Context: an optimization exercise on an open-source flow, tuned for small area, a short achievable clock period and few clock cycles per item. The choices shown serve that exercise and are no tape-out recipe.
Where RTL was checked, it was by simulation tests only, not by an equivalence proof against the original.
Only the layout flow was run in run 1; the RTL was not checked for function there.

**design/flow/config.mk**
```make
export PLATFORM = sky130hd
export DESIGN_NAME = block_peak_normaliser
export DESIGN_NICKNAME = block_peak_normaliser
export VERILOG_FILES = /design/flow/design.v
export SDC_FILE = /design/flow/constraint.sdc
export NUM_CORES = 4
export LEC_CHECK = 0
export CAP_MARGIN = 20
export CORE_MARGIN = 2
export CORE_UTILIZATION = 40
export SLEW_MARGIN = 20
```
**design/flow/constraint.sdc**
```tcl
create_clock -name core_clock -period 10.0 [get_ports {i_clk}]
set_input_delay 2.0000 -clock core_clock [delete_from_list [all_inputs] [get_ports {i_clk}]]
set_output_delay 2.0000 -clock core_clock [all_outputs]
set_load 0.01 [all_outputs]
```
**design/flow/design.v**
```verilog
`default_nettype none
package bpn_pkg;
    localparam int SAMPLE_W            = 16;
    localparam int PEAK_W              = SAMPLE_W + 1;
    localparam int FRAC_BITS           = SAMPLE_W - 1;
    localparam int DEFAULT_BLOCK_DEPTH = 64;
    localparam int RING_TAP            = 63;
    localparam int DIV_STEPS           = 2;
    localparam int DIV_STAGES          = (FRAC_BITS + DIV_STEPS - 1) / DIV_STEPS;
    localparam int RING_LEN            = RING_TAP + DIV_STAGES + 4;
    localparam int MAX_BLOCKS          = 6;
    localparam logic signed [SAMPLE_W-1:0] Q_POS_MAX = 16'sh7FFF;
    localparam logic signed [SAMPLE_W-1:0] Q_NEG_MAX = 16'sh8000;
endpackage
`default_nettype wire
`default_nettype none
module bpn_div #(
    parameter int SIDE_W = 4
) (
    input  wire logic                        i_clk,
    input  wire logic                        i_rst_n,
    input  wire logic                        i_valid,
    input  wire logic [SIDE_W-1:0]           i_side,
    input  wire logic [bpn_pkg::SAMPLE_W-1:0] i_mag,      
    input  wire logic [bpn_pkg::SAMPLE_W-1:0] i_div,      
    output logic                             o_valid,
    output logic [SIDE_W-1:0]                o_side,
    output logic                             o_full,     
    output logic [bpn_pkg::FRAC_BITS-1:0]    o_quot
);
    localparam int W     = bpn_pkg::SAMPLE_W;      
    localparam int F     = bpn_pkg::FRAC_BITS;     
    localparam int S     = bpn_pkg::DIV_STEPS;
    localparam int NST   = bpn_pkg::DIV_STAGES;
    logic             r_v    [NST];
    logic [SIDE_W-1:0] r_side [NST];
    logic             r_full [NST];
    logic [W-1:0]     r_rem  [NST];      
    logic [W-1:0]     r_div  [NST];
    logic [F-1:0]     r_quot [NST];
    function automatic logic [W-1:0] f_step(input logic [W-1:0] r, input logic [W-1:0] p);
        logic [W-1:0] a, b, g, h, gg, aa, gn, an, c;
        logic         sub;
        sub = !r[W-1];
        a   = {r[W-2:0], 1'b0};
        b   = sub ? ~p : p;
        g   = a & b;
        h   = a ^ b;
        g[0] = g[0] | (h[0] & sub);
        gg = g;
        aa = h;
        for (int s = 1; s < W; s = s * 2) begin
            gn = gg;
            an = aa;
            for (int i = s; i < W; i++) begin
                gn[i] = gg[i] | (aa[i] & gg[i-s]);
                an[i] = aa[i] & aa[i-s];
            end
            gg = gn;
            aa = an;
        end
        c = {gg[W-2:0], sub};
        f_step = h ^ c;
    endfunction
    genvar k;
    generate
        for (k = 0; k < NST; k++) begin : g_st
            logic [W-1:0] w_rem  [S+1];
            logic [F-1:0] w_quot [S+1];
            logic [W-1:0] w_div;
            logic         w_v;
            logic [SIDE_W-1:0] w_side;
            logic         w_full;
            if (k == 0) begin : g_first
                assign w_rem[0]  = i_mag;
                assign w_quot[0] = '0;
                assign w_div     = i_div;
                assign w_v       = i_valid;
                assign w_side    = i_side;
                assign w_full    = (i_mag == i_div);
            end else begin : g_next
                assign w_rem[0]  = r_rem[k-1];
                assign w_quot[0] = r_quot[k-1];
                assign w_div     = r_div[k-1];
                assign w_v       = r_v[k-1];
                assign w_side    = r_side[k-1];
                assign w_full    = r_full[k-1];
            end
            for (genvar j = 0; j < S; j++) begin : g_step
                if (k * S + j < F) begin : g_do
                    assign w_rem[j+1]  = f_step(w_rem[j], w_div);
                    assign w_quot[j+1] = {w_quot[j][F-2:0], !w_rem[j+1][W-1]};
                end else begin : g_skip
                    assign w_rem[j+1]  = w_rem[j];
                    assign w_quot[j+1] = w_quot[j];
                end
            end
            always_ff @(posedge i_clk) begin
                if (!i_rst_n) begin
                    r_v[k] <= 1'b0;
                end else begin
                    r_v[k] <= w_v;
                end
                r_side[k] <= w_side;
                r_full[k] <= w_full;
                r_rem[k]  <= w_rem[S];
                r_div[k]  <= w_div;
                r_quot[k] <= w_quot[S];
            end
        end
    endgenerate
    assign o_valid = r_v[NST-1];
    assign o_side  = r_side[NST-1];
    assign o_full  = r_full[NST-1];
    assign o_quot  = r_quot[NST-1];
endmodule
`default_nettype wire
`default_nettype none
module block_peak_normaliser #(
    parameter int BLOCK_DEPTH = bpn_pkg::DEFAULT_BLOCK_DEPTH
) (
    input  wire logic                          i_clk,
    input  wire logic                          i_rst_n,
    input  wire logic                          i_in_valid,
    output logic                               o_in_ready,
    input  wire logic [bpn_pkg::SAMPLE_W-1:0]  i_in_sample,
    input  wire logic                          i_in_end_of_block,
    output logic                               o_out_valid,
    input  wire logic                          i_out_ready,
    output logic [bpn_pkg::SAMPLE_W-1:0]       o_out_norm_value,
    output logic                               o_out_last,
    output logic                               o_out_silent_block
);
    localparam int W     = bpn_pkg::SAMPLE_W;           
    localparam int F     = bpn_pkg::FRAC_BITS;          
    localparam int N     = bpn_pkg::RING_LEN;
    localparam int TAP   = bpn_pkg::RING_TAP;
    localparam int K     = bpn_pkg::MAX_BLOCKS;
    localparam int PW    = $clog2(N);
    localparam int CW    = $clog2(N + 1);
    localparam int BW    = $clog2(BLOCK_DEPTH);
    localparam int RW    = W + 1;                       
    localparam int KW    = $clog2(K);
    localparam int KC    = $clog2(K + 1);
    localparam int SIDE_W = 4;                           
    function automatic logic [PW-1:0] f_inc(input logic [PW-1:0] x);
        f_inc = (x == PW'(N - 1)) ? '0 : PW'(x + 1'b1);
    endfunction
    function automatic logic [KW-1:0] f_kinc(input logic [KW-1:0] x);
        f_kinc = (x == KW'(K - 1)) ? '0 : KW'(x + 1'b1);
    endfunction
    function automatic logic [W-1:0] f_mag(input logic [W-1:0] s);
        f_mag = s[W-1] ? W'(~s + 1'b1) : s;
    endfunction
    logic [RW*N-1:0]  r_ring;
    logic [PW-1:0]    r_phw, r_pht;         
    logic [PW-1:0]    r_dist;               
    logic [PW-1:0]    r_lp, r_rp;           
    logic [CW-1:0]    r_occ, r_pend;        
    logic             r_gen;
    logic [W-1:0]     r_desc [K];
    logic [KW-1:0]    r_wh, r_lh, r_fh;     
    logic [KC-1:0]    r_cwl, r_cwf;         
    logic [KC-1:0]    r_nblk;
    logic             r_open;
    logic [BW-1:0]    r_bc;
    logic             r_s1_v, r_s1_close, r_s1_first;
    logic [W-1:0]     r_s1_smp;
    logic             r_s2_v, r_s2_close, r_s2_first;
    logic [W-1:0]     r_s2_mag;
    logic [W-1:0]     r_acc;
    logic             r_p0_v;
    logic [SIDE_W-1:0] r_p0_side;
    logic [W-1:0]     r_p0_mag, r_p0_div;
    logic             r_o_v, r_o_last, r_o_zero;
    logic             r_drop_d, r_tlast_d;    
    logic [W-1:0]     r_o_val;
    logic r_in_ready;
    logic w_acc, w_close_in, w_ready_n;
    logic [CW-1:0] w_occ_n;
    logic          w_open_n;
    assign o_in_ready = r_in_ready;
    assign w_acc      = i_in_valid && r_in_ready;
    assign w_close_in = i_in_end_of_block || (r_bc == BW'(BLOCK_DEPTH - 1));
    logic [CW-1:0] w_occ_w;
    logic          w_sp00, w_sp01, w_sp10, w_sp11, w_space_n;
    assign w_occ_w  = CW'(r_occ + w_wr);
    assign w_occ_n  = w_take ? CW'(w_occ_w - 1'b1) : w_occ_w;
    assign w_sp00   = (w_occ_w <= CW'(N - 1));
    assign w_sp01   = (w_occ_w <= CW'(N - 2));
    assign w_sp10   = (w_occ_w <= CW'(N));
    assign w_sp11   = w_sp00;
    assign w_space_n = w_take ? (w_acc ? w_sp11 : w_sp10) : (w_acc ? w_sp01 : w_sp00);
    assign w_open_n = w_acc ? !w_close_in : r_open;
    assign w_ready_n = (w_acc || (!r_s1_v && r_dist == PW'(2)) || (r_occ == '0 && !r_s1_v))
                    && w_space_n
                    && (w_open_n || (KC'(r_nblk + (w_acc && !r_open)) < KC'(K)));
    logic [W-1:0] w_peak;
    assign w_peak = (r_s2_first || (r_s2_mag > r_acc)) ? r_s2_mag : r_acc;
    logic w_wr;
    assign w_wr = r_s1_v;
    logic [RW-1:0] w_tap;
    logic          w_launch;
    logic [W-1:0]  w_ldiv;
    assign w_tap    = r_ring[RW*TAP +: RW];
    logic w_closing;
    assign w_closing = r_s2_v && r_s2_close && (r_cwl == '0);
    assign w_launch  = (r_pht == r_lp) && (r_pend != '0) && ((r_cwl != '0) || w_closing)
                    && !r_drop_d;
    assign w_ldiv    = w_closing ? w_peak : r_desc[r_lh];
    logic              w_dv, w_dfull;
    logic [SIDE_W-1:0] w_dside;
    logic [F-1:0]      w_dquot;
    bpn_div #(.SIDE_W(SIDE_W)) u_div (
        .i_clk   (i_clk),
        .i_rst_n (i_rst_n),
        .i_valid (r_p0_v),
        .i_side  (r_p0_side),
        .i_mag   (r_p0_mag),
        .i_div   (r_p0_div),
        .o_valid (w_dv),
        .o_side  (w_dside),
        .o_full  (w_dfull),
        .o_quot  (w_dquot)
    );
    logic         w_arr, w_free, w_take, w_drop;
    logic         w_rgen, w_rlast, w_rsign, w_rzero;
    logic [W-1:0] w_rval;
    assign {w_rgen, w_rlast, w_rsign, w_rzero} = w_dside;
    assign w_arr  = w_dv && (w_rgen == r_gen);
    assign w_free = !r_o_v || i_out_ready;
    assign w_take = w_arr && w_free;
    assign w_drop = w_arr && !w_free;
    always_comb begin
        if (w_rzero) begin
            w_rval = '0;
        end else if (w_rsign) begin
            w_rval = w_dfull ? bpn_pkg::Q_NEG_MAX : W'(~{1'b0, w_dquot} + 1'b1);
        end else begin
            w_rval = w_dfull ? bpn_pkg::Q_POS_MAX : {1'b0, w_dquot};
        end
    end
    always_ff @(posedge i_clk) begin
        r_ring <= {r_ring[RW*(N-1)-1:0],
                   w_wr ? {r_s1_close, r_s1_smp} : r_ring[RW*(N-1) +: RW]};
    end
    always_ff @(posedge i_clk) begin
        if (!i_rst_n) begin
            r_phw  <= '0;
            r_pht  <= PW'(N - 1 - TAP);
            r_dist <= '0;
            r_lp   <= '0;
            r_rp   <= '0;
            r_occ  <= '0;
            r_pend <= '0;
            r_gen  <= 1'b0;
            r_wh   <= '0;
            r_lh   <= '0;
            r_fh   <= '0;
            r_cwl  <= '0;
            r_cwf  <= '0;
            r_nblk <= '0;
            r_open <= 1'b0;
            r_bc   <= '0;
            r_s1_v <= 1'b0;
            r_in_ready <= 1'b0;
            r_s2_v <= 1'b0;
            r_p0_v <= 1'b0;
            r_o_v  <= 1'b0;
            r_drop_d  <= 1'b0;
            r_tlast_d <= 1'b0;
        end else begin
            r_drop_d  <= w_drop;
            r_tlast_d <= w_take && w_rlast;
            r_phw <= f_inc(r_phw);
            r_pht <= f_inc(r_pht);
            r_dist <= w_wr ? '0 : ((r_dist == '0) ? PW'(N - 1) : PW'(r_dist - 1'b1));
            r_s1_v <= w_acc;
            r_in_ready <= w_ready_n;
            r_open <= w_open_n;
            if (w_acc) begin
                r_bc   <= w_close_in ? '0 : BW'(r_bc + 1'b1);
            end
            r_nblk <= KC'(r_nblk + (w_acc && !r_open) - r_tlast_d);
            r_s2_v <= r_s1_v;
            if (r_s2_v && r_s2_close) begin
                r_wh <= f_kinc(r_wh);
            end
            r_cwf <= KC'(r_cwf + (r_s2_v && r_s2_close) - r_tlast_d);
            r_occ <= w_occ_n;
            if (w_take) begin
                r_rp <= f_inc(r_rp);
                if (w_rlast) r_fh <= f_kinc(r_fh);
            end
            if (w_drop) r_gen <= !r_gen;
            if (r_drop_d) begin
                r_lp   <= r_rp;
                r_lh   <= r_fh;
                r_cwl  <= KC'(r_cwf + (r_s2_v && r_s2_close) - r_tlast_d);
                r_pend <= w_occ_w;
            end else begin
                r_pend <= CW'(r_pend + w_wr - w_launch);
                if (w_launch) begin
                    r_lp <= f_inc(r_lp);
                    if (w_tap[W]) r_lh <= f_kinc(r_lh);
                end
                r_cwl <= KC'(r_cwl + (r_s2_v && r_s2_close) - (w_launch && w_tap[W]));
            end
            if (w_wr && r_occ == '0) begin
                r_rp <= r_phw;
                r_lp <= r_phw;
            end
            r_p0_v <= w_launch;
            if (w_take) begin
                r_o_v <= 1'b1;
            end else if (i_out_ready) begin
                r_o_v <= 1'b0;
            end
        end
        r_s1_smp   <= i_in_sample;
        r_s1_close <= w_close_in;
        r_s1_first <= !r_open;
        r_s2_mag   <= f_mag(r_s1_smp);
        r_s2_close <= r_s1_close;
        r_s2_first <= r_s1_first;
        if (r_s2_v) r_acc <= w_peak;
        if (r_s2_v && r_s2_close) r_desc[r_wh] <= w_peak;
        r_p0_side <= {r_gen, w_tap[W], w_tap[W-1], (w_ldiv == '0)};
        r_p0_mag  <= f_mag(w_tap[W-1:0]);
        r_p0_div  <= w_ldiv;
        if (w_take) begin
            r_o_val  <= w_rval;
            r_o_last <= w_rlast;
            r_o_zero <= w_rzero;
        end
    end
    assign o_out_valid        = r_o_v;
    assign o_out_norm_value   = r_o_val;
    assign o_out_last         = r_o_last;
    assign o_out_silent_block = r_o_zero;
endmodule
`default_nettype wire
```
**design/flow/flow/run.sh**
```bash
#!/bin/bash
set -euo pipefail
bash standard.sh SETUP_SLACK_MARGIN=6.5 finish > flow_make.log 2>&1
```
**design/flow/standard.sh**
```bash
#!/bin/bash
# synth_recipe.tcl (not shown) runs the flow's synth.tcl, then flattens the netlist and writes it again
# the make line also repeats each setting of config.mk as NAME=value (left out here)
make -C /OpenROAD-flow-scripts/flow DESIGN_CONFIG=/design/flow/config.mk WORK_HOME=/design/flow/orfs CLKGATE_MAP_FILE= SYNTH_SCRIPT=/design/flow/synth_recipe.tcl "${@:-finish}"
```
==> results of run 1 <==
synthesized netlist by cell type, types with 16 or more instances:
library cell and n:
nand2_1 198, nand2b_1 31, dfxtp_1 1756, o211ai_1 27, and2_1 23, xnor2_1 373
a21o_1 55, ha_1 291, mux4_2 16, and3_1 33, inv_1 109, nand3_1 64
a211oi_1 20, xor2_1 165, nor4_1 16, a31oi_1 26, nor3_1 90, a21oi_1 195
edfxtp_1 130, o31ai_1 19, o21bai_1 24, mux2_2 38, clkbuf_1 62, fa_1 17
nor2_1 208, nor2b_1 19, mux2i_1 24, o21ai_0 121, or3_1 20
per-layer routing:
layer  GRT usage  up-vias
li1            -    15600
met1       0.177    14500
met2       0.222      343
met3      0.0285      175
met4      0.0487        0
met5           0        -
kinds of logic after synthesis:
family,after synthesis
buffers and inverters,188
muxes,78
DFF,1886
AOI/OAI and AO/OA,584
xor gates and xnor gates,545
and+or+nand+nor,762
adders and majority gates,308
sequential cells by signal, summed over array words and instances (netlist names), 8 cells and up, named ones only:
| signal | count |
|---|---|
| r_s2_mag | 16 |
| u_div.r_rem | 112 |
| r_s1_smp | 16 |
| u_div.r_side | 32 |
| r_acc | 16 |
| u_div.r_div | 112 |
| r_p0_mag | 15 |
| u_div.r_full | 8 |
| r_desc | 96 |
| r_o_val | 16 |
| r_ring | 1259 |
| u_div.r_quot | 71 |
| r_p0_div | 16 |
| u_div.r_v | 8 |
area by class of cell:
class | count | area share
Clock buffer | 242 | 0.0713
Timing Repair Buffer | 320 | 0.0435
Sequential cell | 1886 | 0.552
Inverter | 109 | 0.00621
Clock inverter | 83 | 0.0173
Multi-Input combinational cell | 2277 | 0.277
Tap cell | 1890 | 0.0334
through the flow:
| stage | util | hold WS [ns] | cells |
|---|---|---|---|
| after CTS | 0.491 | 0.260 | 6734 |
| after detailed placement | 0.428 | 0.312 | 6222 |
| after global placement | 0.428 | 0.310 | 6222 |
| after floorplan | - | 0.310 | 4351 |
| final | 0.501 | 0.271 | 6807 |
| after global routing | 0.501 | 0.270 | 6807 |
worst max path at each step:
stage	end	slack [ns]	cells past startpoint
after floorplan	u_div.r_rem[1][14]$_DFF_P_	5.24	25
after global placement	u_div.r_rem[1][14]$_DFF_P_	4.23	22
after detailed placement	u_div.r_quot[1][0]$_DFF_P_	4.23	21
after CTS	u_div.r_rem[4][14]$_DFF_P_	5.29	24
after global routing	u_div.r_rem[4][14]$_DFF_P_	5.03	23
final	u_div.r_rem[2][14]$_DFF_P_	5.34	24
repair_timing:
action / in CTS / in global routing
setup endpoints to repair: 295 / 228
buffers inserted: 182 / 73
gates resized for setup: 245 / 147
endpoints found under the hold margin: 0 / 0
pin swaps: 205 / 139
cloned: 5 / 0
==> summary.md, run 1 <==
| Metric | Value |
|---|---|
| Synth warn | `24` |
| Main combinational cell family by area after synthesis | `XOR/XNOR gates` |
| Core footprint | `141000 sq um` |
| H-tree Lvls | `4` |
| RR Startpoint | `u_div.r_rem[1][15]$_DFF_P_` |
| Met2 Routed Length | `45900 um` |
| Most frequent cells in the layout | `dfxtp_1 (1735), xnor2_1 (314), ha_1 (244), nor2_1 (198), nand2_1 (195)` |
| Hold_buf cts | `0` |
| Final Max Slew Viols | `0` |
| Die H | `381 um` |
| Share of the synthesized area in the top cell type | `0.617` |
| Xor and xnor area share after synthesis | `0.0851` |
| Tcrit/Tclk final | `0.466` |
| Site Rows | `138` |
| Nets@finish | `5098` |
| Sequential-to-total area share from yosys stat | `0.685` |
| Synth Net Count | `4680` |
| Async set-reset flop share out of synthesis | `0` |
| CP max-delay cell | `dfxtp_4` |
| Starting DRT DRC Count | `1223` |
| FF-to-FF path depth | `24` |
| DRC | `0` |
| Final setup vio count | `0` |
| Largest stage delay, worst path | `0.36 ns` |
| Adder-cell share of the synthesized area | `0.0699` |
| Setup crit end kind | `flip-flop` |
| Top cells by area, synth | `dfxtp_1 (62%), edfxtp_1 (6.9%), ha_1 (6.4%), xnor2_1 (5.7%), xor2_1 (2.5%)` |
| Post-synthesis instance area | `57000 sq um` |
| Clock Path Buffers | `3` |
| Fmax | `0.215 GHz` |
| WP buf/inv | `3` |
| Setup WS pre-CTS | `4.23 ns` |
| Slew HR | `0.301` |
| Vias in the first global route | `31000` |
| Drt first pass iters | `6` |
| Chip Width | `381 um` |
| Crit-path cells | `buf_12 -> xnor2_4 -> ha_1 -> a21o_1 -> a21o_1 -> a31oi_4 -> o21ai_2 -> a311oi_2 -> o21bai_1 -> a21oi_2 -> xnor2_4 -> buf_12 -> clkinv_8 -> ha_4 -> fa_2 -> a21o_1 -> a21oi_2 -> o21bai_1 -> a21o_1 -> a21oi_2 -> o21ai_2 -> a2111oi_2 -> nor3_1 -> xor2_1` |
| Worst Tran Pin Value | `1.05 ns` |
| # fillers | `12000` |
| Top Metal Used | `met4` |
| Max-cap viol count | `0` |
| I/O Buffers | `40` |
| CTS tree | `yes` |
| Clock skew | `0.0817 ns` |
| WHS Path Cells | `0` |
| Clock buffer count from CTS | `175` |
| Finished layout cell area | `70900 sq um` |
| Worst reg2reg path endpoint | `u_div.r_rem[2][14]$_DFF_P_` |
| Starting Density | `0.403` |
| Worst setup startpoint | `u_div.r_rem[1][15]$_DFF_P_` |
| Final Critical Period | `4.66 ns` |
| Routed WL | `98400 um` |
| Delay-heaviest family, CP | `compound AO/OA/AOI/OAI gates` |
| Pin count of the biggest net entering global routing | `40` |
| Area Overhead vs Synth | `24.4%` |
| Hold Vio Cnt, Final | `0` |
| Wl on met1 | `46500 um` |
| Post-synth EDFFs | `130` |
| Reg2reg setup slack | `5.34 ns` |
| Multi-input gate area | `19600 sq um` |
| Seq cells post-synth | `1886` |
| Crit-path max FO | `6` |
| Detailed-route vias per instance | `4.49` |
| Final Worst Setup Slack | `5.34 ns` |
| Gate Count Post-Synth | `4351` |
| Total grt overflow | `0` |
| Skew-Pair Late Insertion Delay | `0.83 ns` |
| Synth Area in Simple Gates | `0.0639` |
| Outcome | `timing/DRC/antenna clean` |
| Root buffer cell | `clkbuf_16` |
| First-pass GRT wire length | `161000 um` |
| Routed Antenna Nets | `0` |
| Min-delay worst type | `flip-flop to flip-flop` |
| Synth Area in Compound Gates | `0.0648` |
| Layout cells sized above 1 | `0.201` |
| Commonest non-fill, non-tap cell in the layout | `dfxtp_1` |
| Clock Pin Slew Worst Setup and Hold Paths | `0.06 ns` |
| WL met3 | `3260 um` |
| Routed len/inst | `14.5 um` |
| Hold Path End | `r_ring[1262]$_DFF_P_` |
| Synth Flop Type | `dfxtp_1` |
| RSZ-0062 raised after global routing | `yes` |
| Syn_area_per_cell | `13.1 sq um` |
| Startpoint types | `flip-flop` |
| Ports | `41` |
| Dpl hpwl | `62300 um` |
| Critical path class | `flip-flop to flip-flop` |
| N_diodes | `0` |
| Routability cong. | `0.806` |
| Crit path top cell by count | `a21o_1` |
| Register area | `39100 sq um` |
| Via Count | `30600` |
| Cell variety after synth | `74` |
| GRT Util Overall | `0.136` |
| Clock tree sinks | `1886` |
| Synth area leader | `dfxtp_1` |
| Setup TNS | `0 ns` |
| Antenna violations before repair | `3` |
| Mux contribution to synthesized area | `0.0180` |
| Placement Cell Area | `60500 sq um` |
| HP Start | `r_ring[1245]$_DFF_P_` |
| Required time worst endpoint | `10.66 ns` |
| Crit path arrival time | `5.32 ns` |
| DIE AREA | `146000 sq um` |
==> inputs of run 2 (changes only) <==
--- a/design/flow/design.v
+++ b/design/flow/design.v
@@ -7,3 +7,3 @@
     localparam int RING_TAP            = 63;
-    localparam int DIV_STEPS           = 2;
+    localparam int DIV_STEPS           = 1;
     localparam int DIV_STAGES          = (FRAC_BITS + DIV_STEPS - 1) / DIV_STEPS;
==> summary.md, run 2 <==
| Metric | Value |
|---|---|
| Detailed-route vias per instance | `4.37 (-2.7%)` |
| DRC | `0 (unchanged)` |
| Hold Vio Cnt, Final | `0 (unchanged)` |
| Routed WL | `97300 um (-1.1%)` |
| Share of the synthesized area in the top cell type | `0.673 (+0.0561)` |
| Clock Path Buffers | `3 (unchanged)` |
| Biggest regs | `r_ring (1364), u_div.r_div (224), u_div.r_rem (224)` |
| Most frequent cells in the layout | `dfxtp_1 (2170), xnor2_1 (460), ha_1 (275), clkbuf_16 (216), nor2_1 (210)` |
| Clock Pin Slew Worst Setup and Hold Paths | `0.06 ns (about the same)` |
| H-tree Lvls | `4 (unchanged)` |
| WP depth | `1 (-96%)` |
| Crit-path max FO | `1 (-5)` |
| Cell variety after synth | `64 (-14%)` |
| CTS tree | `yes` |
| I/O Buffers | `40 (unchanged)` |
| Nets@finish | `5180 (+1.6%)` |
| Site Rows | `147 (+6.5%)` |
| Startpoint types | `flip-flop` |
| Wl on met1 | `44600 um (-4.0%)` |
| Routed Antenna Nets | `0 (unchanged)` |
| Worst Tran Pin Value | `1.03 ns (-0.0182 ns)` |
| Starting Density | `0.403 (about the same)` |
| Most frequent cells after synthesis | `dfxtp_1 (2176), xnor2_1 (460), ha_1 (275), nor2_1 (211), a21oi_1 (182)` |
| Routed len/inst | `13.5 um (-6.6%)` |
| Clock buffer count from CTS | `212 (+21%)` |
| Largest stage delay, worst path | `0.45 ns (+0.09 ns)` |
| Top-count cell post-synth | `dfxtp_1` |
| Required time worst endpoint | `8.00 ns (-2.66 ns)` |
| Clock skew | `0.0775 ns (-0.00411 ns)` |
| # fillers | `14100 (+17%)` |
| Routability cong. | `0.787 (-2.3%)` |
| Chip Width | `406 um (+6.5%)` |
| Dpl hpwl | `63500 um (+2.0%)` |
| Crit path arrival time | `1.41 ns (-3.91 ns)` |
| Post-synth EDFFs | `130 (unchanged)` |
| GRT Util Overall | `0.121 (-0.0149)` |
| Drt first pass iters | `5 (-1)` |
| WL met3 | `3850 um (+18%)` |
| Clock tree sinks | `2306 (+22%)` |
| Finished layout cell area | `75000 sq um (+5.7%)` |
| Min-delay worst type | `flip-flop to flip-flop` |
| Max-cap viol count | `0 (unchanged)` |
| FF-to-FF path depth | `17 (-29%)` |
| WHS Path Cells | `0 (unchanged)` |
| Layout cells sized above 1 | `0.0944 (-0.107)` |
| Outcome | `timing/DRC/antenna clean` |
| DIE AREA | `165000 sq um (+13%)` |
| Area Overhead vs Synth | `15.8%` |
| Top reg by flops | `r_ring` |
| Seq cells post-synth | `2306 (+22%)` |
| Final setup vio count | `0 (unchanged)` |
| CP max-delay cell | `edfxtp_1` |
| Die H | `406 um (+6.5%)` |
| Top cells by area, synth | `dfxtp_1 (67%), xnor2_1 (6.2%), edfxtp_1 (6.0%), ha_1 (5.3%), xor2_1 (1.4%)` |
| Post-synthesis instance area | `64700 sq um (+14%)` |
| Fmax | `0.294 GHz (+37%)` |
| Starting DRT DRC Count | `1321 (+8.0%)` |
| Critical path class | `flip-flop to primary output` |
| Synth Net Count | `4979 (+6.4%)` |
| Vias in the first global route | `31600 (+2.0%)` |
| Skew-Pair Late Insertion Delay | `0.81 ns (-0.02 ns)` |
| Syn_area_per_cell | `13.9 sq um (+5.9%)` |
| Slew HR | `0.313 (+0.0121)` |
| Pin count of the biggest net entering global routing | `42 (+5.0%)` |
| First-pass GRT wire length | `160000 um (about the same)` |
| Synth warn | `38 (+58%)` |
| Async set-reset flop share out of synthesis | `0 (unchanged)` |
| Final Critical Period | `3.41 ns (-1.25 ns)` |
| Via Count | `31500 (+2.9%)` |
| Delay-heaviest family, CP | `flip-flops` |
| Synth area leader | `dfxtp_1` |
| Top Metal Used | `met4` |
| Tcrit/Tclk final | `0.341 (-0.125)` |
| Crit-path cells | `buf_2` |
| Largest register FFs | `1364 (+8.3%)` |
| Setup crit end kind | `primary output` |
| WP buf/inv | `1 (-2)` |
| Synth Flop Type | `dfxtp_1` |
| Root buffer cell | `clkbuf_16` |
| Ports | `41 (unchanged)` |
| Total grt overflow | `0 (unchanged)` |
| RSZ-0062 raised after global routing | `yes` |
| Core footprint | `161000 sq um (+14%)` |
| Setup TNS | `0 ns (unchanged)` |
| Antenna violations before repair | `1 (-2)` |
| Commonest non-fill, non-tap cell in the layout | `dfxtp_1` |
| Gate Count Post-Synth | `4666 (+7.2%)` |
| Placement Cell Area | `67800 sq um (+12%)` |
| Sequential-to-total area share from yosys stat | `0.733 (+0.0479)` |
| Final Max Slew Viols | `0 (unchanged)` |
| Met2 Routed Length | `45300 um (-1.3%)` |
-- run 2: what timing repair did --
item / 4_1_cts / 5_1_grt
resized for setup: 76 / 4
pin swaps: 0 / 1
buffers inserted: 0 / 1
hold buffers: 0 / 0
setup endpoints to repair: 26 / 6
-- run 2: path summary, 6_finish.rpt --
path | startpoint | end | slack [ns]
worst max register to register | r_pht[3]$_SDFF_PP0_ | r_pend[6]$_SDFF_PN0_ | 6.69
worst min register to register | r_ring[814]$_DFF_P_ | r_ring[831]$_DFF_P_ | 0.30
worst max-delay path | r_o_val[10]$_SDFFCE_PP0P_ | o_out_norm_value[10] | 6.59
worst min-delay path | r_ring[814]$_DFF_P_ | r_ring[831]$_DFF_P_ | 0.30
-- run 2: worst register-to-register path, stage by stage, from the launching register on --
cell and delay (ns):
dfxtp_1 0.43, xor2_1 0.10, nor4_1 0.27, nand4_1 0.22
a211oi_2 0.22, nor2b_1 0.23, ha_1 0.15, inv_1 0.04
ha_1 0.20, fa_1 0.41, a21oi_1 0.14, o21bai_1 0.11
a21oi_1 0.17, nor2_1 0.05, nor2_1 0.11, xnor2_1 0.08
mux2_2 0.26, nor2_1 0.08
-- run 2: logic make-up (layout without fill, tap and decap cells) --
| group | after synthesis | in the layout | share of synthesized area |
|---|---|---|---|
| flip-flops | 2306 | 2306 | 0.733 |
| AND/OR/NAND/NOR | 714 | 714 | 0.0536 |
| XOR/XNOR | 565 | 565 | 0.0765 |
| AO/OA/AOI/OAI | 521 | 521 | 0.0514 |
| adder cells (fa/ha/maj) | 292 | 292 | 0.0584 |
| buffers and inverters | 192 | 568 | 0.0113 |
| multiplexers | 76 | 76 | 0.0155 |
| other | 0 | 1 | 0 |
-- run 2: final cells by class --
type	instances	area, sq um	share of cell area
Clock inverter	80	1040	0.0138
Inverter	117	439	0.00586
Tap cell	2160	2700	0.0361
Clock buffer	309	6220	0.0829
Antenna cell	1	2.50	0.0000334
Sequential cell	2306	47500	0.633
Multi-Input combinational cell	2168	16600	0.221
Timing Repair Buffer	62	488	0.00651
-- run 2: per-stage QoR --
step / std cells / hold WS [ns] / setup WS (ns) / utilization
floorplan: 4666 / 0.310 / 6.57 / -
global placement: 6812 / 0.310 / 5.95 / 0.422
detailed placement: 6812 / 0.312 / 5.94 / 0.422
CTS: 7201 / 0.290 / 6.34 / 0.467
global route: 7202 / 0.292 / 6.38 / 0.467
finish: 7203 / 0.298 / 6.59 / 0.467
-- run 2: per-layer routing --
layer | track usage | up-vias
met5 | 0 | -
met4 | 0.0543 | 0
met3 | 0.0296 | 212
met2 | 0.200 | 411
met1 | 0.148 | 14800
li1 | - | 16100
Testbench counts of run 2, summed over its fixed seeds: cycles 4,160, items 3,504.
==> inputs of run 3 (changes only) <==
--- a/design/flow/config.mk
+++ b/design/flow/config.mk
@@ -10,2 +10,4 @@
 export CORE_UTILIZATION = 40
+export CTS_CLUSTER_DIAMETER = 100
+export CTS_CLUSTER_SIZE = 30
 export SLEW_MARGIN = 20
==> summary.md, run 3 <==
| Metric | Value |
|---|---|
| DIE AREA | `165000 sq um (unchanged)` |
| Min Hold Slack | `0.293 ns (-0.00585 ns)` |
| Clock skew | `0.0698 ns (-0.00775 ns)` |
| Final Max Slew Viols | `0 (unchanged)` |
| Crit-path max FO | `1 (unchanged)` |
| Nets@finish | `5056 (-2.4%)` |
| Largest stage delay, worst path | `0.42 ns (-0.03 ns)` |
| Root buffer cell | `clkbuf_16` |
| Share of the synthesized area in the top cell type | `0.673 (unchanged)` |
| Post-synthesis instance area | `64700 sq um (unchanged)` |
| Most frequent cells in the layout | `dfxtp_1 (2170), xnor2_1 (460), ha_1 (275), nor2_1 (210), a21oi_1 (181)` |
| Clock tree sinks | `2306 (unchanged)` |
| Site Rows | `147 (unchanged)` |
| Commonest non-fill, non-tap cell in the layout | `dfxtp_1` |
| Hold Vio Cnt, Final | `0 (unchanged)` |
| Required time worst endpoint | `8.00 ns (about the same)` |
| I/O Buffers | `40 (unchanged)` |
| Startpoint types | `flip-flop` |
| H-tree Lvls | `3 (-1)` |
| RR Startpoint | `r_pht[3]$_SDFF_PP0_` |
| First-pass GRT wire length | `154000 um (-4.2%)` |
| Fmax | `0.293 GHz (about the same)` |
| Clock Path Buffers | `3 (unchanged)` |
| Core footprint | `161000 sq um (unchanged)` |
| Seq cells post-synth | `2306 (unchanged)` |
| Top-count cell post-synth | `dfxtp_1` |
| Total grt overflow | `0 (unchanged)` |
| Final setup vio count | `0 (unchanged)` |
| Routed len/inst | `13.5 um (about the same)` |
| Area Overhead vs Synth | `8.54%` |
| CP max-delay cell | `edfxtp_1` |
| Vias in the first global route | `30000 (-5.2%)` |
| Worst reg2reg path endpoint | `r_pend[6]$_SDFF_PN0_` |
| Biggest regs | `r_ring (1364), u_div.r_div (224), u_div.r_rem (224)` |
| CTS tree | `yes` |
| Starting DRT DRC Count | `1355 (+2.6%)` |
| Critical path class | `flip-flop to primary output` |
| Outcome | `timing/DRC/antenna clean` |
| Setup crit end kind | `primary output` |
| Skew-Pair Late Insertion Delay | `0.75 ns (-0.06 ns)` |
| Clock buffer count from CTS | `88 (-58%)` |
| Top cells by area, synth | `dfxtp_1 (67%), xnor2_1 (6.2%), edfxtp_1 (6.0%), ha_1 (5.3%), xor2_1 (1.4%)` |
| Synth area leader | `dfxtp_1` |
| FF-to-FF path depth | `17 (unchanged)` |
| Most frequent cells after synthesis | `dfxtp_1 (2176), xnor2_1 (460), ha_1 (275), nor2_1 (211), a21oi_1 (182)` |
| Die H | `406 um (unchanged)` |
| Placed Instances | `6812 (unchanged)` |
| Async set-reset flop share out of synthesis | `0 (unchanged)` |
| Tcrit/Tclk final | `0.341 (about the same)` |
| Final Critical Period | `3.41 ns (+0.00187 ns)` |
| Synth Flop Type | `dfxtp_1` |
| Cell variety after synth | `64 (unchanged)` |
| Gate Count Post-Synth | `4666 (unchanged)` |
| Dpl hpwl | `63500 um (unchanged)` |
| Post-synth EDFFs | `130 (unchanged)` |
| Routability cong. | `0.787 (unchanged)` |
| RSZ-0062 raised after global routing | `yes` |
| Top reg by flops | `r_ring` |
| Via Count | `30400 (-3.5%)` |
| Crit path arrival time | `1.41 ns (about the same)` |
| Sequential-to-total area share from yosys stat | `0.733 (unchanged)` |
| Non-filler cells, final | `6929 (-3.8%)` |
| Setup TNS | `0 ns (unchanged)` |
| Delay-heaviest family, CP | `flip-flops` |
| Clock Pin Slew Worst Setup and Hold Paths | `0.12 ns (+0.06 ns)` |
| Worst setup startpoint | `r_o_zero$_DFFE_PP_` |
| Crit-path cells | `clkdlybuf4s15_1` |
| Pin count of the biggest net entering global routing | `42 (unchanged)` |
| Antenna violations before repair | `1 (unchanged)` |
| Max-cap viol count | `0 (unchanged)` |
| Routed Antenna Nets | `0 (unchanged)` |
| Chip Width | `406 um (unchanged)` |
| Critical path destination | `o_out_silent_block` |
| Layout cells sized above 1 | `0.0468 (-0.0476)` |
| Drt first pass iters | `5 (unchanged)` |
| Slew HR | `0.312 (-0.000708)` |
| WP depth | `1 (unchanged)` |
| WP buf/inv | `1 (unchanged)` |
| Synth Net Count | `4979 (unchanged)` |
| Syn_area_per_cell | `13.9 sq um (unchanged)` |
| Detailed-route vias per instance | `4.38 (+0.30%)` |
| Starting Density | `0.403 (unchanged)` |
| Hold_buf cts | `0 (unchanged)` |
| GRT Util Overall | `0.115 (-0.00566)` |
| Largest register FFs | `1364 (unchanged)` |
| Reg2reg setup slack | `6.66 ns (-0.03 ns)` |
| Routed WL | `93500 um (-3.9%)` |
| Worst Tran Pin Value | `1.03 ns (+0.00106 ns)` |
| Ports | `41 (unchanged)` |
| DRC | `0 (unchanged)` |
| Synth warn | `38 (unchanged)` |
| Min-delay worst type | `flip-flop to flip-flop` |
-- run 3: cell counts after synthesis --
Identical to the previous run, type by type.
-- run 3: cell families after synthesis --
logic type	synth area share
AND/OR/NAND/NOR	0.0536
XOR/XNOR	0.0765
buffers and inverters	0.0113
flip-flops	0.733
multiplexers	0.0155
adder cells (fa/ha/maj)	0.0584
AO/OA/AOI/OAI	0.0514
-- run 3: stage by stage --
| step | util | worst slack, ns | area (sq um) |
|---|---|---|---|
| 6_report | 0.438 | 6.59 | 70300 |
| 5_1_grt | 0.438 | 6.36 | 70300 |
| 4_1_cts | 0.437 | 6.33 | 70200 |
| 3_5_place_dp | 0.422 | 5.94 | 67800 |
| 3_3_place_gp | 0.422 | 5.95 | 67800 |
| 2_1_floorplan | - | 6.57 | 64700 |
-- run 3: what timing repair did --
| action | CTS | global route |
|---|---|---|
| pin swaps | 0 | 1 |
| setup endpoints to repair | 28 | 7 |
| gates cloned | 0 | 0 |
| resized for setup | 53 | 5 |
| setup buffers | 0 | 1 |
-- run 3: cell type report --
type                    count  area (sq um)
diodes                      1          2.50
clock buffers             104          2280
clock inverters            11           233
fillers                 14500         90300
inverters                 117           439
multi-input cells        2168         16600
flip-flops and latches   2306         47500
well taps                2160          2700
repair buffers             62           528
-- run 3: worst min-delay path by stage --
stage / start / endpoint / slack [ns] / depth (start not counted)
floorplan: r_ring[983]$_DFF_P_ / r_ring[1000]$_DFF_P_ / 0.31 / 0
global placement: u_div.r_side[9][1]$_DFF_P_ / u_div.r_side[10][1]$_DFF_P_ / 0.31 / 0
detailed placement: r_ring[992]$_DFF_P_ / r_ring[1009]$_DFF_P_ / 0.31 / 0
CTS: r_ring[933]$_DFF_P_ / r_ring[950]$_DFF_P_ / 0.28 / 0
global route: r_ring[952]$_DFF_P_ / r_ring[969]$_DFF_P_ / 0.30 / 0
finish: r_ring[952]$_DFF_P_ / r_ring[969]$_DFF_P_ / 0.29 / 0
-- run 3: routing by layer --
layer | wire length, um | vias to the layer above | track usage
met4 | 3290 | 0 | 0.0422
met2 | 43500 | 266 | 0.195
met5 | 0 | - | 0
li1 | - | 15700 | -
met1 | 44100 | 14300 | 0.146
met3 | 2550 | 163 | 0.0204

[what the ideal ports hide]
No port has a modelled driver above. Below, the same layouts with a new extraction and two added sets of constraints.
Step 1, drivers: a clkbuf_16 drives i_clk and a buf_2 each remaining input, both assumed.
Step 2 adds t to the input delays and takes it off the output delays; t is the mean of the earliest and latest rising clock arrival at the registers after step 1. Input paths then give back, and output paths get back, about the clock's delay inside the block.
Slacks: ideal / step 1 / step 2; pairs: ideal / step 1.
run | t, ns | setup slack, ns | worst hold slack (ns) | latest minus earliest clock arrival (ns) | worst register clock-pin slew, ns
run 1 | 0.856 | 5.340 / 5.340 / 5.340 | 0.271 / 0.271 / 0.271 | 0.091 / 0.090 | 0.07 / 0.07
run 2 | 0.852 | 6.594 / 6.515 / 5.983 | 0.298 / 0.298 / 0.298 | 0.090 / 0.090 | 0.07 / 0.07
run 3 | 0.788 | 6.592 / 6.515 / 6.007 | 0.293 / 0.293 / 0.293 | 0.076 / 0.076 | 0.12 / 0.12
After both steps every run listed still meets setup and hold. The setup slack of run 2, which loses most, moves by -0.079 ns with the drivers and by -0.611 ns with both steps.
